This is an optimization exercise on Yosys and OpenROAD, whose aim is a short achievable clock period and few clock cycles, not a production implementation. At most, simulation tests tie the RTL to the original design; equivalence was not proved. Power figures rest on the tool's default switching activity, not on a simulated workload.

Design pipe_cpu, start of the top module:
module pipe_cpu (
    input  logic        clk,
    input  logic        rst,
    output logic [31:0] imem_addr,
    input  logic [31:0] imem_rdata,
    output logic [31:0] dmem_addr,
    output logic [31:0] dmem_wdata,
    output logic        dmem_read,
    output logic        dmem_write,
    input  logic [31:0] dmem_rdata,
    output logic [4:0]  reg_wa,
    output logic [31:0] reg_wdata,
    output logic        regwrite
);
Size: roughly 1,300 flip-flops, roughly 200 I/O pins, about 0.070 sq mm of cells after synthesis.
Settings: LEC_CHECK=0, ABC_CLOCK_PERIOD_IN_PS=2500, CAP_MARGIN=20, CORE_MARGIN=2, CORE_UTILIZATION=40, SETUP_SLACK_MARGIN=5, SLEW_MARGIN=20; clock period 8.0 ns.
run.sh (not shown) runs the stock make flow with config.mk's settings and CLKGATE_MAP_FILE= SYNTH_SCRIPT=/design/flow/synth_recipe.tcl, a recipe that flattens the netlist after the stock synthesis.
Testbench counts at the start, summed over its fixed seeds: cycles 50,361.
Rerun with:
--- a/flow/design.v
+++ b/flow/design.v
@@ -183,16 +183,48 @@
     logic [31:0] diff;
     logic        slt;
     logic [31:0] result;
     logic        e_taken;
     logic [31:0] sd;
     assign opa = fe_fa_m ? em_result : fe_fa_w ? mw_data : fe_a;
     assign opb = fe_fb_m ? em_result : fe_fb_w ? mw_data : fe_b;
-    assign sum  = opa + opb;
-    assign diff = opa - opb;
+    logic [31:0] pa_g [6];
+    logic [31:0] pa_p [6];
+    logic [31:0] ps_g [6];
+    logic [31:0] ps_p [6];
+    always_comb
+    begin
+        pa_g[0] = opa & opb;
+        pa_p[0] = opa ^ opb;
+        ps_g[0] = opa & ~opb;
+        ps_p[0] = ~(opa ^ opb);
+        ps_g[0][0] = opa[0] | ~opb[0];
+        for (int l = 0; l < 5; l++)
+        begin
+            for (int i = 0; i < 32; i++)
+            begin
+                if (i >= (1 << l))
+                begin
+                    pa_g[l+1][i] = pa_g[l][i] | (pa_p[l][i] & pa_g[l][i - (1 << l)]);
+                    pa_p[l+1][i] = pa_p[l][i] & pa_p[l][i - (1 << l)];
+                    ps_g[l+1][i] = ps_g[l][i] | (ps_p[l][i] & ps_g[l][i - (1 << l)]);
+                    ps_p[l+1][i] = ps_p[l][i] & ps_p[l][i - (1 << l)];
+                end
+                else
+                begin
+                    pa_g[l+1][i] = pa_g[l][i];
+                    pa_p[l+1][i] = pa_p[l][i];
+                    ps_g[l+1][i] = ps_g[l][i];
+                    ps_p[l+1][i] = ps_p[l][i];
+                end
+            end
+        end
+        sum  = pa_p[0] ^ {pa_g[5][30:0], 1'b0};
+        diff = ps_p[0] ^ {ps_g[5][30:0], 1'b1};
+    end
     assign slt  = (opa[31] != opb[31]) ? opa[31] : diff[31];
     assign result = ({32{fe_sel_add}} & sum) |
                     ({32{fe_sel_sub}} & diff) |
                     ({32{fe_sel_and}} & (opa & opb)) |
                     ({32{fe_sel_or}}  & (opa | opb)) |
                     {31'd0, fe_sel_slt & slt};
     assign e_taken = fe_cbr && opa == opb;
Result: Setup slack improves by 150 ps; sequential cell count stays the same; utilization climbs by 0.35 points; via count climbs by a few percent; routed wire length climbs by a few percent; synthesized area drops slightly; die area drops slightly; synthesized cell count climbs by a few percent; final area climbs slightly; power drops slightly; sequential share of layout area drops by 0.21 points; clock power climbs by a few percent; clock-buffer cell count drops by 2.
Function not checked in the second run of this note: the RTL went through the layout flow alone.

---

The RTL this note starts from:
==> flow/design.v <==
package cpu_pkg;
    localparam int XLEN  = 32;
    localparam int REG_W = 5;
    typedef logic [XLEN-1:0]  word_t;
    typedef logic [REG_W-1:0] reg_id_t;
    localparam word_t RESET_PC = '0;
    localparam logic [5:0] OP_RTYPE = 6'b000000;
    localparam logic [5:0] OP_ADDI  = 6'b001000;
    localparam logic [5:0] OP_LW    = 6'b100011;
    localparam logic [5:0] OP_SW    = 6'b101011;
    localparam logic [5:0] OP_BEQ   = 6'b000100;
    localparam logic [5:0] FUNC_ADD = 6'b100000;
    localparam logic [5:0] FUNC_SUB = 6'b100010;
    localparam logic [5:0] FUNC_AND = 6'b100100;
    localparam logic [5:0] FUNC_OR  = 6'b100101;
    localparam logic [5:0] FUNC_SLT = 6'b101010;
    typedef enum logic [2:0] {
        ALU_ADD,
        ALU_SUB,
        ALU_AND,
        ALU_OR,
        ALU_SLT
    } alu_op_t;
    typedef struct packed {
        logic regwrite;
        logic memread;
        logic memwrite;
        logic memtoreg;
        logic branch;
    } ctrl_t;
    typedef struct packed {
        word_t next_pc;
        word_t instr;
    } if_id_t;
    typedef struct packed {
        ctrl_t   ctrl;
        alu_op_t alu_op;
        logic    alusrc;
        logic    regdst;
        word_t   next_pc;
        word_t   rdata_a;
        word_t   rdata_b;
        word_t   imm;
        reg_id_t rs;
        reg_id_t rt;
        reg_id_t rd;
    } id_ex_t;
    typedef struct packed {
        ctrl_t   ctrl;
        word_t   result;
        logic    zero;
        word_t   store_data;
        word_t   target;
        reg_id_t wa;
    } ex_mem_t;
endpackage
`timescale 1ns/1ps
module pipe_cpu (
    input  logic        clk,
    input  logic        rst,
    output logic [31:0] imem_addr,
    input  logic [31:0] imem_rdata,
    output logic [31:0] dmem_addr,
    output logic [31:0] dmem_wdata,
    output logic        dmem_read,
    output logic        dmem_write,
    input  logic [31:0] dmem_rdata,
    output logic [4:0]  reg_wa,
    output logic [31:0] reg_wdata,
    output logic        regwrite
);
    logic rst_q;
    always_ff @(posedge clk)
        rst_q <= rst;
    logic [9:0]  pc;
    logic        fe_wen;
    logic        fe_memread;
    logic        fe_ld;
    logic        fe_early;
    logic        fe_memwrite;
    logic        fe_cbr;
    logic        fe_sel_add;
    logic        fe_sel_sub;
    logic        fe_sel_and;
    logic        fe_sel_or;
    logic        fe_sel_slt;
    logic [31:0] fe_a;
    logic [31:0] fe_b;
    logic [31:0] fe_sd;
    logic [9:0]  fe_target;
    logic [4:0]  fe_wa;
    logic        fe_fs_ld;
    logic        fe_fs_m;
    logic        em_wen;
    logic        em_memread;
    logic [31:0] em_result;
    logic [31:0] dm_addr;
    logic        dm_read;
    logic [31:0] dm_wdata;
    logic        dm_write;
    logic [4:0]  em_wa;
    logic        mw_wen;
    logic [4:0]  mw_wa;
    logic [31:0] mw_data;
    logic [31:0] regs [32];
    assign imem_addr = {20'd0, pc, 2'b00};
    logic [31:0] w;
    logic [5:0]  op;
    logic [5:0]  funct;
    logic [4:0]  rs;
    logic [4:0]  rt;
    logic [4:0]  rd;
    logic [31:0] imm;
    logic        is_add;
    logic        is_sub;
    logic        is_and;
    logic        is_or;
    logic        is_slt;
    logic        is_alu;
    logic        is_addi;
    logic        is_lw;
    logic        is_sw;
    logic        is_beq;
    logic        is_ubr;
    logic        is_cbr;
    logic        off_nz;
    logic        uses_rs;
    logic        uses_rt;
    logic        alusrc;
    logic [4:0]  dest;
    logic        wen;
    logic [9:0]  f_target;
    logic        stall;
    logic [31:0] a_early;
    logic [31:0] b_early;
    logic [31:0] sd_early;
    logic        a_sel_e;
    logic        b_sel_e;
    logic        sd_sel_e;
    assign w     = imem_rdata;
    assign op    = w[31:26];
    assign rs    = w[25:21];
    assign rt    = w[20:16];
    assign rd    = w[15:11];
    assign funct = w[5:0];
    assign imm   = {{16{w[15]}}, w[15:0]};
    assign is_add  = op == 6'h00 && funct == 6'h20;
    assign is_sub  = op == 6'h00 && funct == 6'h22;
    assign is_and  = op == 6'h00 && funct == 6'h24;
    assign is_or   = op == 6'h00 && funct == 6'h25;
    assign is_slt  = op == 6'h00 && funct == 6'h2a;
    assign is_alu  = is_add || is_sub || is_and || is_or || is_slt;
    assign is_addi = op == 6'h08;
    assign is_lw   = op == 6'h23;
    assign is_sw   = op == 6'h2b;
    assign is_beq  = op == 6'h04;
    assign off_nz  = w[9:0] != 10'd0;
    assign is_ubr  = is_beq && rs == rt && off_nz;
    assign is_cbr  = is_beq && rs != rt && off_nz;
    logic       fe_add;
    logic       e_sum_zero;
    logic       is_zbr;
    logic       zbr_taken;
    assign is_zbr    = is_beq && off_nz && fe_add &&
                       ((rt == 5'd0 && fe_wa == rs) || (rs == 5'd0 && fe_wa == rt));
    assign zbr_taken = is_zbr && e_sum_zero;
    assign alusrc  = is_addi || is_lw || is_sw;
    assign uses_rs = is_alu || is_addi || is_lw || is_sw || (is_cbr && !is_zbr);
    assign uses_rt = is_alu || (is_cbr && !is_zbr);
    assign dest = is_alu ? rd : rt;
    assign wen  = (is_alu || is_addi || is_lw) && dest != 5'd0;
    assign f_target = pc + 10'd1 + w[9:0];
    logic is_early;
    logic is_early_sw;
    assign is_early    = is_lw && rs == 5'd0 && !fe_memread && !fe_memwrite;
    assign is_early_sw = is_sw && rs == 5'd0 && !fe_memread && !fe_memwrite;
    assign stall = fe_ld && !is_ubr && (fe_wa == rs || (fe_wa == rt && !op[5] && !op[3]));
    logic [31:0] m_data;
    logic        a_hit_e;
    logic        a_hit_m;
    logic        a_hit_w;
    logic        b_hit_e;
    logic        b_hit_m;
    logic        b_hit_w;
    assign m_data = em_memread ? dmem_rdata : em_result;
    assign a_hit_e = fe_wen && fe_wa == rs;
    assign a_hit_m = em_wen && em_wa == rs;
    assign a_hit_w = mw_wen && mw_wa == rs;
    assign b_hit_e = fe_wen && fe_wa == rt;
    assign b_hit_m = em_wen && em_wa == rt;
    assign b_hit_w = mw_wen && mw_wa == rt;
    assign a_sel_e  = a_hit_e;
    assign b_sel_e  = b_hit_e && !alusrc;
    assign sd_sel_e = b_hit_e;
    logic [31:0] a_rd;
    logic [31:0] b_rd;
    logic        a_rf_ok;
    logic        b_rf_ok;
    logic        sd_rf_ok;
    assign a_rd = regs[rs];
    assign b_rd = regs[rt];
    assign a_rf_ok  = rs != 5'd0 && !a_hit_e && !a_hit_m && !a_hit_w;
    assign b_rf_ok  = rt != 5'd0 && !alusrc && !b_hit_e && !b_hit_m && !b_hit_w;
    assign sd_rf_ok = rt != 5'd0 && !b_hit_e && !b_hit_m && !b_hit_w;
    always_comb
    begin
        a_early  = ({32{a_rf_ok}} & a_rd) |
                   ({32{!a_hit_e && a_hit_m}} & m_data) |
                   ({32{!a_hit_e && !a_hit_m && a_hit_w}} & mw_data);
        b_early  = ({32{b_rf_ok}} & b_rd) |
                   ({32{alusrc}} & imm) |
                   ({32{!alusrc && !b_hit_e && b_hit_m}} & m_data) |
                   ({32{!alusrc && !b_hit_e && !b_hit_m && b_hit_w}} & mw_data);
        sd_early = ({32{sd_rf_ok}} & b_rd) |
                   ({32{!b_hit_e && b_hit_m}} & m_data) |
                   ({32{!b_hit_e && !b_hit_m && b_hit_w}} & mw_data);
    end
    logic [31:0] opa;
    logic [31:0] opb;
    logic [31:0] sum;
    logic [31:0] diff;
    logic        slt;
    logic [31:0] result;
    logic        e_taken;
    logic [31:0] sd;
    assign opa = fe_a;
    assign opb = fe_b;
    logic [31:0] pa_g [6];
    logic [31:0] pa_p [6];
    logic [31:0] ps_g [6];
    logic [31:0] ps_p [6];
    always_comb
    begin
        pa_g[0] = opa & opb;
        pa_p[0] = opa ^ opb;
        ps_g[0] = opa & ~opb;
        ps_p[0] = ~(opa ^ opb);
        ps_g[0][0] = opa[0] | ~opb[0];
        for (int l = 0; l < 5; l++)
        begin
            for (int i = 0; i < 32; i++)
            begin
                if (i >= (1 << l))
                begin
                    pa_g[l+1][i] = pa_g[l][i] | (pa_p[l][i] & pa_g[l][i - (1 << l)]);
                    pa_p[l+1][i] = pa_p[l][i] & pa_p[l][i - (1 << l)];
                    ps_g[l+1][i] = ps_g[l][i] | (ps_p[l][i] & ps_g[l][i - (1 << l)]);
                    ps_p[l+1][i] = ps_p[l][i] & ps_p[l][i - (1 << l)];
                end
                else
                begin
                    pa_g[l+1][i] = pa_g[l][i];
                    pa_p[l+1][i] = pa_p[l][i];
                    ps_g[l+1][i] = ps_g[l][i];
                    ps_p[l+1][i] = ps_p[l][i];
                end
            end
        end
        sum  = pa_p[0] ^ {pa_g[5][30:0], 1'b0};
        diff = ps_p[0] ^ {ps_g[5][30:0], 1'b1};
    end
    assign slt  = (opa[31] != opb[31]) ? opa[31] : diff[31];
    assign result = ({32{fe_sel_add}} & sum) |
                    ({32{fe_sel_sub}} & diff) |
                    ({32{fe_sel_and}} & (opa & opb)) |
                    ({32{fe_sel_or}}  & (opa | opb)) |
                    {31'd0, fe_sel_slt & slt};
    assign e_taken = fe_cbr && opa == opb;
    logic [31:0] e_val;
    assign e_val = ({32{!fe_early}} & result) | ({32{fe_early}} & dmem_rdata);
    assign e_sum_zero = !(opa[0] ^ opb[0]) &&
                        ((opa[31:1] ^ opb[31:1]) == (opa[30:0] | opb[30:0]));
    assign sd = fe_fs_ld ? dmem_rdata : fe_fs_m ? em_result : fe_sd;
    always_ff @(posedge clk)
    begin
        if (rst || rst_q)
            pc <= '0;
        else if (e_taken)
            pc <= fe_target;
        else if (stall)
            pc <= pc;
        else if (is_ubr || zbr_taken)
            pc <= f_target;
        else
            pc <= pc + 10'd1;
    end
    logic f_go;
    assign f_go = !stall && !e_taken;
    always_ff @(posedge clk)
    begin
        if (rst_q || !f_go)
        begin
            fe_wen      <= 1'b0;
            fe_memread  <= 1'b0;
            fe_ld       <= 1'b0;
            fe_early    <= 1'b0;
            fe_memwrite <= 1'b0;
            fe_cbr      <= 1'b0;
            fe_add      <= 1'b0;
        end
        else
        begin
            fe_wen      <= wen;
            fe_memread  <= is_lw && !is_early;
            fe_ld       <= is_lw && !is_early && wen;
            fe_early    <= is_early;
            fe_memwrite <= is_sw && !is_early_sw;
            fe_cbr      <= is_cbr && !is_zbr;
            fe_add      <= wen && (is_add || is_addi);
        end
    end
    always_ff @(posedge clk)
    begin
        fe_sel_add <= alusrc || is_add;
        fe_sel_sub <= is_sub;
        fe_sel_and <= is_and;
        fe_sel_or  <= is_or;
        fe_sel_slt <= is_slt;
        fe_a       <= a_early  | ({32{a_sel_e}}  & e_val);
        fe_b       <= b_early  | ({32{b_sel_e}}  & e_val);
        fe_sd      <= sd_early;
        fe_target  <= f_target;
        fe_wa      <= dest;
        fe_fs_ld   <= fe_wen && fe_memread && fe_wa == rt;
        fe_fs_m    <= fe_wen && !fe_memread && fe_wa == rt;
    end
    always_ff @(posedge clk)
    begin
        if (rst || rst_q)
        begin
            em_wen      <= 1'b0;
            em_memread  <= 1'b0;
        end
        else
        begin
            em_wen      <= fe_wen;
            em_memread  <= fe_memread;
        end
    end
    always_ff @(posedge clk)
    begin
        em_result <= e_val;
        em_wa     <= fe_wa;
    end
    always_ff @(posedge clk)
    begin
        if (rst || rst_q)
        begin
            dm_read  <= 1'b0;
            dm_write <= 1'b0;
        end
        else
        begin
            dm_read  <= (f_go && is_early) || fe_memread;
            dm_write <= (f_go && is_early_sw) || fe_memwrite;
        end
    end
    always_ff @(posedge clk)
    begin
        dm_addr  <= (is_early || is_early_sw) ? imm : sum;
        dm_wdata <= is_early_sw ? (sd_early | ({32{sd_sel_e}} & e_val)) : sd;
    end
    assign dmem_addr  = dm_addr;
    assign dmem_wdata = dm_wdata;
    assign dmem_read  = dm_read;
    assign dmem_write = dm_write;
    always_ff @(posedge clk)
    begin
        if (rst || rst_q)
            mw_wen <= 1'b0;
        else
            mw_wen <= em_wen;
    end
    always_ff @(posedge clk)
    begin
        mw_wa   <= em_wa;
        mw_data <= m_data;
    end
    assign reg_wa    = mw_wa;
    assign reg_wdata = mw_data;
    assign regwrite  = mw_wen;
    always_ff @(posedge clk)
    begin
        if (rst_q)
        begin
            for (int i = 0; i < 32; i++)
                regs[i] <= '0;
        end
        else if (mw_wen)
        begin
            regs[mw_wa] <= mw_data;
        end
    end
endmodule
clock: 8.0 ns
lec_check: 0
abc_clock_period_in_ps: 2500
cap_margin: 20
core_margin: 2
core_utilization: 40
setup_slack_margin: 5
slew_margin: 20
The baseline passed the timing, design-rule and antenna checks.
Testbench counts at the start, summed over its fixed seeds: cycles 47,630.
Next try:
--- a/flow/design.v
+++ b/flow/design.v
@@ -172,9 +172,9 @@
     assign f_target = pc + 10'd1 + w[9:0];
     logic is_early;
     logic is_early_sw;
     assign is_early    = is_lw && rs == 5'd0 && !fe_memread && !fe_memwrite;
-    assign is_early_sw = is_sw && rs == 5'd0 && !fe_memread && !fe_memwrite;
+    assign is_early_sw = is_sw && rs == 5'd0 && !fe_memread && !fe_memwrite && !(fe_wen && fe_wa == rt);
     assign stall = fe_ld && !is_ubr && (fe_wa == rs || (fe_wa == rt && !op[5] && !op[3]));
     logic [31:0] m_data;
     logic        a_hit_e;
     logic        a_hit_m;
@@ -357,9 +357,9 @@
     end
     always_ff @(posedge clk)
     begin
         dm_addr  <= (is_early || is_early_sw) ? imm : sum;
-        dm_wdata <= is_early_sw ? (sd_early | ({32{sd_sel_e}} & e_val)) : sd;
+        dm_wdata <= is_early_sw ? sd_early : sd;
     end
     assign dmem_addr  = dm_addr;
     assign dmem_wdata = dm_wdata;
     assign dmem_read  = dm_read;
The changed run completed without violations.
Synthesized cell count climbs by 0.72%.
Clock skew drops by 3.8 ps.
Design area goes down by 0.53%.
Combinational power shrinks by about 3%.
Sequential share of layout area came out higher by 0.22 points.
Wire length came out lower by 1.3%.
Area after synthesis shrinks by 0.40%.
Via count falls by 0.91%.
Fmax rose by 4.7%.
Global-route usage went down by 0.44 points.
Hold slack gets worse by 13 ps.
Testbench counts after the change, summed over its fixed seeds: cycles 47,690.

static timing again, ports no longer ideal:
In the flow no input, the clock included, has a driving cell. The finished layouts below were timed again as built, in two steps.
Step 1: set_driving_cell puts a clkbuf_16 on clk and a buf_2 on each other input, an assumption about the parent block.
Step 2 times the ports against the registers' clock, not the clock port: input delays grow and output delays shrink by t, the midpoint of the rising clock arrivals with the driver on.
Three values: ideal ports, drivers, drivers and shift; two values: the first two.
run	t, ns	setup slack, ns	worst setup path at the end
the first run of note 1	0.887	4.274 / 4.274 / 3.829	input to register
the second run of note 1	0.881	4.420 / 4.420 / 3.673	input to register
the first run of note 2	0.903	4.425 / 4.241 / 3.339	input to register
the second run of note 2	0.885	4.586 / 4.327 / 3.442	input to register
After both steps every run listed still meets setup and hold. The setup slack of the second run of note 2, which loses most, moves by -0.259 ns with the drivers and by -1.144 ns with both steps.
